Context: an optimization exercise on an open-source flow, tuned for small area. The choices shown serve that exercise and are no tape-out recipe.
RTL that was checked went through simulation tests only; none was proved equivalent to the original.

==> 07-02 <==
==> flow/design.v (excerpt) <==
module fse_lms_updater (
   input  logic         clk,
   input  logic         i_reset,
   input  logic [7:0]   i_is_data_I,
   input  logic [7:0]   i_is_data_Q,
   input  logic         i_ctrl,
   input  logic         i_baud,
   input  logic [11:0]  i_fse_I,
   input  logic [11:0]  i_fse_Q,
   input  logic         i_en_rx,
   input  logic         i_en_lms,
   output logic [71:0]  o_taps_I,
   output logic [71:0]  o_taps_Q,
   output logic         o_en_taps,
   output logic         o_overrun
);
clock: 13.0 ns
lec_check: 0
cap_margin: 20
core_margin: 2
core_utilization: 55
slew_margin: 20
synth_hierarchical: 1
standard.sh (not shown) runs the stock make flow with config.mk's settings and CLKGATE_MAP_FILE= SYNTH_SCRIPT=/design/flow/synth_recipe.tcl, a recipe that flattens the netlist after the stock synthesis.
==> flow/flow/run.sh <==
#!/bin/bash
# Own layout flow: the standard synthesis (standard.sh synth, unchanged),
# then the drive-1 resizing of flow/downsize.tcl on the synthesized netlist,
# then the standard ORFS layout (standard.sh finish) with minimum-size port
# buffers and a clock tree built without dummy loads from larger sink
# clusters. ORFS writes each tool's full log under orfs/logs/; the output of
# each command run here goes to a log file of its own in this folder.
set -euo pipefail
bash standard.sh synth > make_synth.log 2>&1
R=orfs/results/${FLOW_PLATFORM}/fse_lms_updater/base
LIB_FILE=${FLOW_HOME}/platforms/${FLOW_PLATFORM}/lib/sky130_fd_sc_hd__tt_025C_1v80.lib \
ODB=$R/1_synth.odb MAX_FANOUT=4 \
  openroad -no_init -exit flow/downsize.tcl > downsize.log 2>&1
touch $R/1_synth.sdc
export BUFFER_PORTS_ARGS="-buffer_cell sky130_fd_sc_hd__buf_1"
export CTS_ARGS="-sink_clustering_enable -repair_clock_nets -dont_use_dummy_load -buf_list sky130_fd_sc_hd__clkbuf_16 -sink_clustering_size 30 -sink_clustering_max_diameter 80"
bash standard.sh finish > make_layout.log 2>&1
Other scripts of this flow, unchanged in this note and not shown: flow/flow/downsize.tcl
==> 04-20: changes against 07-02 <==
--- a/flow/config.mk
+++ b/flow/config.mk
@@ -9,3 +9,3 @@
 export CORE_MARGIN = 2
-export CORE_UTILIZATION = 55
+export CORE_UTILIZATION = 40
 export SLEW_MARGIN = 20
==> qor summary <==
quantity                                                     07-02                 04-20
Tightest slew margin relative to the limit                  0.2959                0.3322
Utilization after layout                                    0.6031                0.4426
Horizontal die dimension                                  250.9 µm              293.5 µm
Sink of the worst hold path                     r_xI[32]$_DFFE_PP_  r_aIn[123]$_DFFE_PP_
Fmax achieved                                            81.13 MHz             81.26 MHz
Final Routed Wirelength                                   74040 µm              72060 µm
Multi-input gate share of the layout cell area              0.3260                0.3220
Fin Hold WS                                               373.8 ps              358.1 ps
Final nets                                                    2726                  2733
Clock network area share                                   0.02406               0.02512
Worst Reg-to-Reg Cells                                          35                    34
Number of clock-tree buffers in the layout                      35                    37
Slew of the pin with the lowest slew margin                1056 ps               1002 ps
Final Instance Count excl. Fillers                            3164                  3469
Status                                              finished clean        finished clean
Vias in the first global route                               18298                 18793

* * *

==> run A <==
fse_lms_updater, a different RTL version from the one above (not shown whole).
// fse_lms_updater
module fse_lms_updater (
   input  logic         clk,
   input  logic         i_reset,
   input  logic [7:0]   i_is_data_I,
   input  logic [7:0]   i_is_data_Q,
   input  logic         i_ctrl,
   input  logic         i_baud,
   input  logic [11:0]  i_fse_I,
   input  logic [11:0]  i_fse_Q,
   input  logic         i_en_rx,
   input  logic         i_en_lms,
   output logic [71:0]  o_taps_I,
   output logic [71:0]  o_taps_Q,
   output logic         o_en_taps,
   output logic         o_overrun
);
   logic [3:0]  r_cnt;
   logic        r_stale;       
   logic [3:0]  r_fill;        
   logic [3:0]  r_ptr;         
   logic        w_idle, w_acc, w_step, w_commit;
   assign w_idle   = (r_cnt == 4'd0);
   assign w_acc    = w_idle & i_baud & i_en_lms;
   assign w_step   = (r_cnt != 4'd0) & (r_cnt <= 4'd9);
   assign w_commit = (r_cnt == 4'd11);
   logic [71:0] r_xI, r_xQ;
   always_ff @(posedge clk) begin
      if (i_ctrl) begin
         r_xI <= {r_xI[63:0], i_is_data_I};
         r_xQ <= {r_xQ[63:0], i_is_data_Q};
      end
   end
   logic [3:0] w_pos;
   assign w_pos = w_idle ? 4'd8 : r_ptr;
   logic              w_valid;
   logic [7:0]  w_xrI, w_xrQ;
   logic [11:0] w_brI, w_brQ, r_rI, r_rQ;
   assign w_valid = (w_pos < r_fill);
   assign w_xrI = w_valid ? r_xI[w_pos*8 +: 8] : 8'd0;
   assign w_xrQ = w_valid ? r_xQ[w_pos*8 +: 8] : 8'd0;
   assign w_brI[0]   = w_xrI[0] ^ 1'b0;
   assign w_brI[1] = (w_xrI[1] & ~w_xrI[0] & ~1'b0) | (~w_xrI[1] & w_xrI[0] & 1'b0);
   assign w_brI[2] = w_xrI[1];
   assign w_brI[3]   = w_xrI[2] ^ w_xrI[1];
   assign w_brI[4] = (w_xrI[3] & ~w_xrI[2] & ~w_xrI[1]) | (~w_xrI[3] & w_xrI[2] & w_xrI[1]);
   assign w_brI[5] = w_xrI[3];
   assign w_brI[6]   = w_xrI[4] ^ w_xrI[3];
   assign w_brI[7] = (w_xrI[5] & ~w_xrI[4] & ~w_xrI[3]) | (~w_xrI[5] & w_xrI[4] & w_xrI[3]);
   assign w_brI[8] = w_xrI[5];
   assign w_brI[9]   = w_xrI[6] ^ w_xrI[5];
   assign w_brI[10] = (w_xrI[7] & ~w_xrI[6] & ~w_xrI[5]) | (~w_xrI[7] & w_xrI[6] & w_xrI[5]);
   assign w_brI[11] = w_xrI[7];
   assign w_brQ[0]   = w_xrQ[0] ^ 1'b0;
   assign w_brQ[1] = (w_xrQ[1] & ~w_xrQ[0] & ~1'b0) | (~w_xrQ[1] & w_xrQ[0] & 1'b0);
   assign w_brQ[2] = w_xrQ[1];
   assign w_brQ[3]   = w_xrQ[2] ^ w_xrQ[1];
  ...
clock: 13.0 ns
lec_check: 0
cap_margin: 20
core_margin: 2
core_utilization: 40
slew_margin: 20
synth_hierarchical: 1
==> flow/flow/run.sh <==
#!/bin/bash
# Own layout flow: the standard synthesis (standard.sh synth, unchanged),
# then the drive-1 resizing of flow/downsize.tcl on the synthesized netlist,
# then the standard ORFS layout (standard.sh finish) with minimum-size port
# buffers and a clock tree built without dummy loads from larger sink
# clusters. ORFS writes each tool's full log under orfs/logs/; the output of
# each command run here goes to a log file of its own in this folder.
set -euo pipefail
bash standard.sh synth > make_synth.log 2>&1
R=orfs/results/${FLOW_PLATFORM}/fse_lms_updater/base
LIB_FILE=${FLOW_HOME}/platforms/${FLOW_PLATFORM}/lib/sky130_fd_sc_hd__tt_025C_1v80.lib \
ODB=$R/1_synth.odb MAX_FANOUT=4 \
  openroad -no_init -exit flow/downsize.tcl > downsize.log 2>&1
touch $R/1_synth.sdc
export BUFFER_PORTS_ARGS="-buffer_cell sky130_fd_sc_hd__buf_1"
export CTS_ARGS="-sink_clustering_enable -repair_clock_nets -dont_use_dummy_load -buf_list sky130_fd_sc_hd__clkbuf_16 -sink_clustering_size 36 -sink_clustering_max_diameter 80"
bash standard.sh finish > make_layout.log 2>&1
Other scripts of this flow, unchanged in this note and not shown: flow/flow/downsize.tcl
==> run C: changes against run A <==
--- a/flow/flow/run.sh
+++ b/flow/flow/run.sh
@@ -13,5 +13,5 @@
   openroad -no_init -exit flow/downsize.tcl > downsize.log 2>&1
 touch $R/1_synth.sdc
 export BUFFER_PORTS_ARGS="-buffer_cell sky130_fd_sc_hd__buf_1"
-export CTS_ARGS="-sink_clustering_enable -repair_clock_nets -dont_use_dummy_load -buf_list sky130_fd_sc_hd__clkbuf_16 -sink_clustering_size 36 -sink_clustering_max_diameter 80"
+export CTS_ARGS="-sink_clustering_enable -repair_clock_nets -dont_use_dummy_load -buf_list sky130_fd_sc_hd__clkbuf_16 -sink_clustering_size 30 -sink_clustering_max_diameter 80"
 bash standard.sh finish > make_layout.log 2>&1
==> summary.txt <==
| metric | run C | run A |
|---|---|---|
| Source of the critical timing path | r_rI[0] | r_rQ[2] |
| Total length of routed met2 wires | 34.9 mm | 34.9 mm |
| Length of routed wiring on met1 | 31.5 mm | 31.4 mm |
| Global-route wire length before repair | 111 mm | 111 mm |
| Status | finished clean | finished clean |
| Non-filler instance count after layout | 3476 | 3473 |
| Setup Skew | 89.1 ps | 86.6 ps |
| Routed length per instance | 20.8 µm | 20.7 µm |
| Number of clock-tree buffers in the layout | 39 | 36 |
| Shortest clock period the worst path allows after layout | 11370 ps | 11360 ps |
| Minimum setup slack in the final design | 1630 ps | 1640 ps |
| R2R Path End | r_aQn[173] | r_aIn[172] |
| Overall Global Routing Usage | 0.167 | 0.166 |
| Met3 Wirelength | 4.18 mm | 4.23 mm |

* * *

==> exp/quartz: inputs <==
Another version of the RTL of fse_lms_updater (not shown whole).
clock: 13.0 ns
lec_check: 0
cap_margin: 20
core_margin: 2
core_utilization: 40
slew_margin: 20
synth_hierarchical: 1
==> flow/flow/run.sh <==
#!/bin/bash
# Own layout flow: the standard synthesis (standard.sh synth, unchanged),
# then the drive-1 resizing of flow/downsize.tcl on the synthesized netlist,
# then the standard ORFS layout (standard.sh finish) with minimum-size port
# buffers and a clock tree built without dummy loads from larger sink
# clusters. ORFS writes each tool's full log under orfs/logs/; the output of
# each command run here goes to a log file of its own in this folder.
set -euo pipefail
bash standard.sh synth > make_synth.log 2>&1
R=orfs/results/${FLOW_PLATFORM}/fse_lms_updater/base
LIB_FILE=${FLOW_HOME}/platforms/${FLOW_PLATFORM}/lib/sky130_fd_sc_hd__tt_025C_1v80.lib \
ODB=$R/1_synth.odb MAX_FANOUT=4 \
  openroad -no_init -exit flow/downsize.tcl > downsize.log 2>&1
touch $R/1_synth.sdc
export BUFFER_PORTS_ARGS="-buffer_cell sky130_fd_sc_hd__buf_1"
export CTS_ARGS="-sink_clustering_enable -repair_clock_nets -dont_use_dummy_load -buf_list sky130_fd_sc_hd__clkbuf_16 -sink_clustering_size 30 -sink_clustering_max_diameter 80"
bash standard.sh finish > make_layout.log 2>&1
==> flow/flow/downsize.tcl <==
# Resize the synthesized netlist's logic cells to drive strength 1 where the
# drive-1 cell is smaller and the cell drives few loads (ABC maps the small
# tree cells of the datapath with drive-2 cells). Registers, buffers,
# inverters and clock cells are left alone; the placement's repair_design and
# repair_timing size cells up again where slew or timing need it.
read_liberty $::env(LIB_FILE)
read_db $::env(ODB)
set lib [lindex [get_libs *] 0]
set n 0
set saved 0.0
foreach inst [get_cells *] {
  set m [get_property $inst ref_name]
  if {![regexp {^(sky130_fd_sc_hd__([a-z0-9]+))_([0-9]+)$} $m -> base fn drive]} { continue }
  if {$drive == 1} { continue }
  if {[regexp {^(df|edf|sdf|dl|buf|clk|inv|bufinv|conb|tap|fill|decap|diode|dly|probe|lpflow)} $fn]} { continue }
  set small [get_lib_cells -quiet */${base}_1]
  if {$small eq ""} { continue }
  set a_old [get_property [get_lib_cells */$m] area]
  set a_new [get_property $small area]
  if {$a_new >= $a_old} { continue }
  set fo 0
  foreach p [get_pins -of_objects $inst -filter "direction == output"] {
    set net [get_nets -quiet -of_objects $p]
    if {$net ne ""} { incr fo [llength [get_pins -quiet -of_objects $net -filter "direction == input"]] }
  }
  if {$fo > $::env(MAX_FANOUT)} { continue }
  replace_cell [get_full_name $inst] ${base}_1
  incr n
  set saved [expr {$saved + $a_old - $a_new}]
}
puts "downsize: resized $n cells, saved [format %.1f $saved] um2"
write_db $::env(ODB)
==> exp/willow (differences from exp/quartz) <==
--- a/flow/design.v
+++ b/flow/design.v
@@ -38,33 +38,24 @@
    always_ff @(posedge clk) begin
       r_rI  <= w_valid ? r_xI[w_pos*8 +: 8] : 8'sd0;
       r_rQ  <= w_valid ? r_xQ[w_pos*8 +: 8] : 8'sd0;
       r_ptr <= w_pos - 4'd1 + {3'd0, i_ctrl};
    end
    logic signed [11:0] r_eI, r_eQ, w_eInI, w_eInQ;
-   localparam logic [11:0] DEC = 12'd362;
-   logic [12:0] w_ceI, w_ceQ;
-   assign w_ceI[0] = ~i_fse_I[11];
-   assign w_ceQ[0] = ~i_fse_Q[11];
-   for (genvar i = 0; i < 12; i++) begin : g_err
-      logic w_kI, w_kQ;
-      assign w_kI = DEC[i] ? i_fse_I[11] : ~i_fse_I[11];
-      assign w_kQ = DEC[i] ? i_fse_Q[11] : ~i_fse_Q[11];
-      lms_fa u_faI (.a(i_fse_I[i]), .b(w_kI), .c(w_ceI[i]), .s(w_eInI[i]), .co(w_ceI[i+1]));
-      lms_fa u_faQ (.a(i_fse_Q[i]), .b(w_kQ), .c(w_ceQ[i]), .s(w_eInQ[i]), .co(w_ceQ[i+1]));
-   end
+   assign w_eInI = i_fse_I[11] ? (i_fse_I + 12'sd362) : (i_fse_I - 12'sd362);
+   assign w_eInQ = i_fse_Q[11] ? (i_fse_Q + 12'sd362) : (i_fse_Q - 12'sd362);
    always_ff @(posedge clk) begin
       if (w_idle) begin
          r_eI <= w_eInI;
          r_eQ <= w_eInQ;
       end
    end
-   logic [179:0] r_aIn, r_aQn;
+   logic [179:0] r_aI, r_aQ;
    logic signed [19:0] w_hI, w_hQ;
-   assign w_hI = r_stale ? ((r_cnt == 4'd5) ? 20'sh20000 : 20'sd0) : ~r_aIn[19:0];
-   assign w_hQ = r_stale ? 20'sd0 : ~r_aQn[19:0];
+   assign w_hI = r_stale ? ((r_cnt == 4'd5) ? 20'sh20000 : 20'sd0) : r_aI[19:0];
+   assign w_hQ = r_stale ? 20'sd0 : r_aQ[19:0];
    logic signed [11:0] w_eI, w_eQ;
    logic signed [7:0]  w_rI, w_rQ;
    assign w_eI = r_eI;
    assign w_eQ = r_eQ;
    assign w_rI = r_rI;
    assign w_rQ = r_rQ;
@@ -1317,28 +1308,28 @@
    assign w_nQ = {dpi_hs, dpi_t619, dpi_t617, dpi_t615, dpi_t613, dpi_t611, dpi_t609, dpi_t607, dpi_t605, dpi_t603};
    logic [19:0] w_sI, w_sQ;
    assign w_sI = (w_nI[20] != w_nI[19]) ? {w_nI[20], {19{~w_nI[20]}}} : w_nI[19:0];
    assign w_sQ = (w_nQ[20] != w_nQ[19]) ? {w_nQ[20], {19{~w_nQ[20]}}} : w_nQ[19:0];
    always_ff @(posedge clk) begin
       if (w_step) begin
-         r_aIn <= {~w_sI, r_aIn[179:20]};
-         r_aQn <= {~w_sQ, r_aQn[179:20]};
+         r_aI <= {w_sI, r_aI[179:20]};
+         r_aQ <= {w_sQ, r_aQ[179:20]};
       end
    end
-   logic [71:0] r_tIn, r_tQn;
+   logic [71:0] r_tI, r_tQ;
    always_ff @(posedge clk) begin
       if (w_commit) begin
          for (int k = 0; k < 9; k++) begin
-            r_tIn[k*8 +: 8] <= r_aIn[(8-k)*20 + 12 +: 8];
-            r_tQn[k*8 +: 8] <= r_aQn[(8-k)*20 + 12 +: 8];
+            r_tI[k*8 +: 8] <= r_aI[(8-k)*20 + 12 +: 8];
+            r_tQ[k*8 +: 8] <= r_aQ[(8-k)*20 + 12 +: 8];
          end
       end
    end
    localparam logic [71:0] TAPS_I_RST = 72'h20 << 32;
-   assign o_taps_I = r_stale ? TAPS_I_RST : ~r_tIn;
-   assign o_taps_Q = r_stale ? 72'd0 : ~r_tQn;
+   assign o_taps_I = r_stale ? TAPS_I_RST : r_tI;
+   assign o_taps_Q = r_stale ? 72'd0 : r_tQ;
    always_ff @(posedge clk or posedge i_reset) begin
       if (i_reset) begin
          r_cnt     <= 4'd0;
          r_stale   <= 1'b1;
          r_fill    <= 4'd0;
          o_en_taps <= 1'b0;
==> flow/run.sh (new file) <==
#!/bin/bash
# synth_recipe.tcl (not shown) runs the flow's synth.tcl, then flattens the netlist and writes it again
# the make line also repeats each setting of config.mk as NAME=value (left out here)
make -C /OpenROAD-flow-scripts/flow DESIGN_CONFIG=/design/flow/config.mk WORK_HOME=/design/flow/orfs CLKGATE_MAP_FILE= SYNTH_SCRIPT=/design/flow/synth_recipe.tcl finish
--- a/flow/config.mk
+++ b/flow/config.mk
@@ -5,8 +5,9 @@
 export SDC_FILE = /design/flow/constraint.sdc
 export NUM_CORES = 4
 export LEC_CHECK = 0
 export CAP_MARGIN = 20
 export CORE_MARGIN = 2
 export CORE_UTILIZATION = 40
+export CTS_BUF_LIST = sky130_fd_sc_hd__clkbuf_4
 export SLEW_MARGIN = 20
 export SYNTH_HIERARCHICAL = 1
removed: flow/flow/run.sh
removed: flow/flow/downsize.tcl
removed: flow/standard.sh
==> exp/amber (differences from exp/quartz) <==
--- a/flow/design.v
+++ b/flow/design.v
@@ -1363,10 +1363,14 @@
    end
 endmodule
 module lms_fa (input logic a, input logic b, input logic c, output logic s, output logic co);
    assign s  = a ^ b ^ c;
    assign co = (a & b) | (a & c) | (b & c);
 endmodule
+module lms_bsel (input logic one, input logic two, input logic neg, input logic x, input logic xm,
+                 output logic pp);
+   assign pp = ((one & x) | (two & xm)) ^ neg;
+endmodule
 module lms_ha (input logic a, input logic b, output logic s, output logic co);
    assign s  = a ^ b;
    assign co = a & b;
 endmodule
==> flow/flow/run.sh (replaced) <==
#!/bin/bash
# Own layout flow: the standard synthesis and ORFS flow (standard.sh), with
# minimum-size port buffers and a clock tree built without dummy loads from
# larger sink clusters. ORFS writes each tool's full log under orfs/logs/;
# the make output of each run goes to a log file here.
set -euo pipefail
bash standard.sh synth > make_synth.log 2>&1
export BUFFER_PORTS_ARGS="-buffer_cell sky130_fd_sc_hd__buf_1"
export CTS_ARGS="-sink_clustering_enable -repair_clock_nets -dont_use_dummy_load -buf_list sky130_fd_sc_hd__clkbuf_16 -sink_clustering_size 30 -sink_clustering_max_diameter 80"
export RECOVER_POWER=100
bash standard.sh finish > make_layout.log 2>&1
removed: flow/flow/downsize.tcl
==> comparison table <==
quantity                                                                                                  exp/amber  exp/quartz  exp/willow
Core Region                                                                                              0.0868 mm2  0.0866 mm2  0.0897 mm2
Vias in the first global route                                                                                19500       19400       21900
Portion of synthesized cell area occupied by the leading cell type                                            57.7%       57.7%       55.9%
DRT met1 WL                                                                                                31500 um    30800 um    32900 um
Number of DRC markers after the initial detailed-route iteration                                               1570        1619        1565
Multi-input gate share of total cell area                                                                     36.2%       36.1%       35.2%
Drt pass-1 iters                                                                                                  5           5           6
Clkbuf count                                                                                                     35          37         255
Outcome                                                                                    finished with violations  timing/DRC/antenna clean  timing/DRC/antenna clean
Violated checks                                                     max-capacitance violations, max-slew violations           -           -
Wire length of the first global-routing pass                                                              111000 um   113000 um   122000 um
Hold Path Origin                                                                                         r_aQn[120]   r_aIn[49]   r_aQ[168]
Inserted Clock Buffers                                                                                           35          37         182
Seq. cell area                                                                                           0.0209 mm2  0.0209 mm2  0.0209 mm2
Number of maximum-capacitance violations                                                                         14           0           0
Uppermost signal routing layer after detailed routing                                                          met4        met5        met4
Wire length after detailed routing                                                                         68800 um    70700 um    76900 um
The RTL of exp/quartz was laid out without a check of its function.

re-timing with driven ports:
The flow's constraints put no driver on any port. The routed layouts listed below were extracted and timed again, unchanged, in two steps. Step 1 sets driving cells, clkbuf_16 on the clock port and buf_2 on the other inputs (assumed; they add their load-dependent delay and slew). Step 2, shift: input delay + t, output delay - t, t = (earliest + latest rising clock arrival at the registers) / 2. This alone moves slack from input paths to output paths. Three values: ideal, step 1, step 2; two values: the first two.
run | t, ns | setup slack, ns | slew at the worst register clock pin (ns) | cell pins on the clock port's net
07-02 | 0.595 | 0.674 / 0.674 / 0.674 | 0.11 / 0.11 | 1
04-20 | 0.621 | 0.694 / 0.694 / 0.694 | 0.11 / 0.11 | 1
run A | 0.621 | 1.641 / 1.641 / 1.641 | 0.12 / 0.12 | 1
run C | 0.618 | 1.625 / 1.625 / 1.625 | 0.11 / 0.11 | 1
exp/quartz | 0.621 | 1.824 / 1.824 / 1.824 | 0.11 / 0.11 | 1
exp/willow | 1.049 | 1.463 / 1.463 / 1.463 | 0.07 / 0.07 | 1
exp/amber | 0.602 | 1.585 / 1.585 / 1.585 | 0.11 / 0.11 | 1
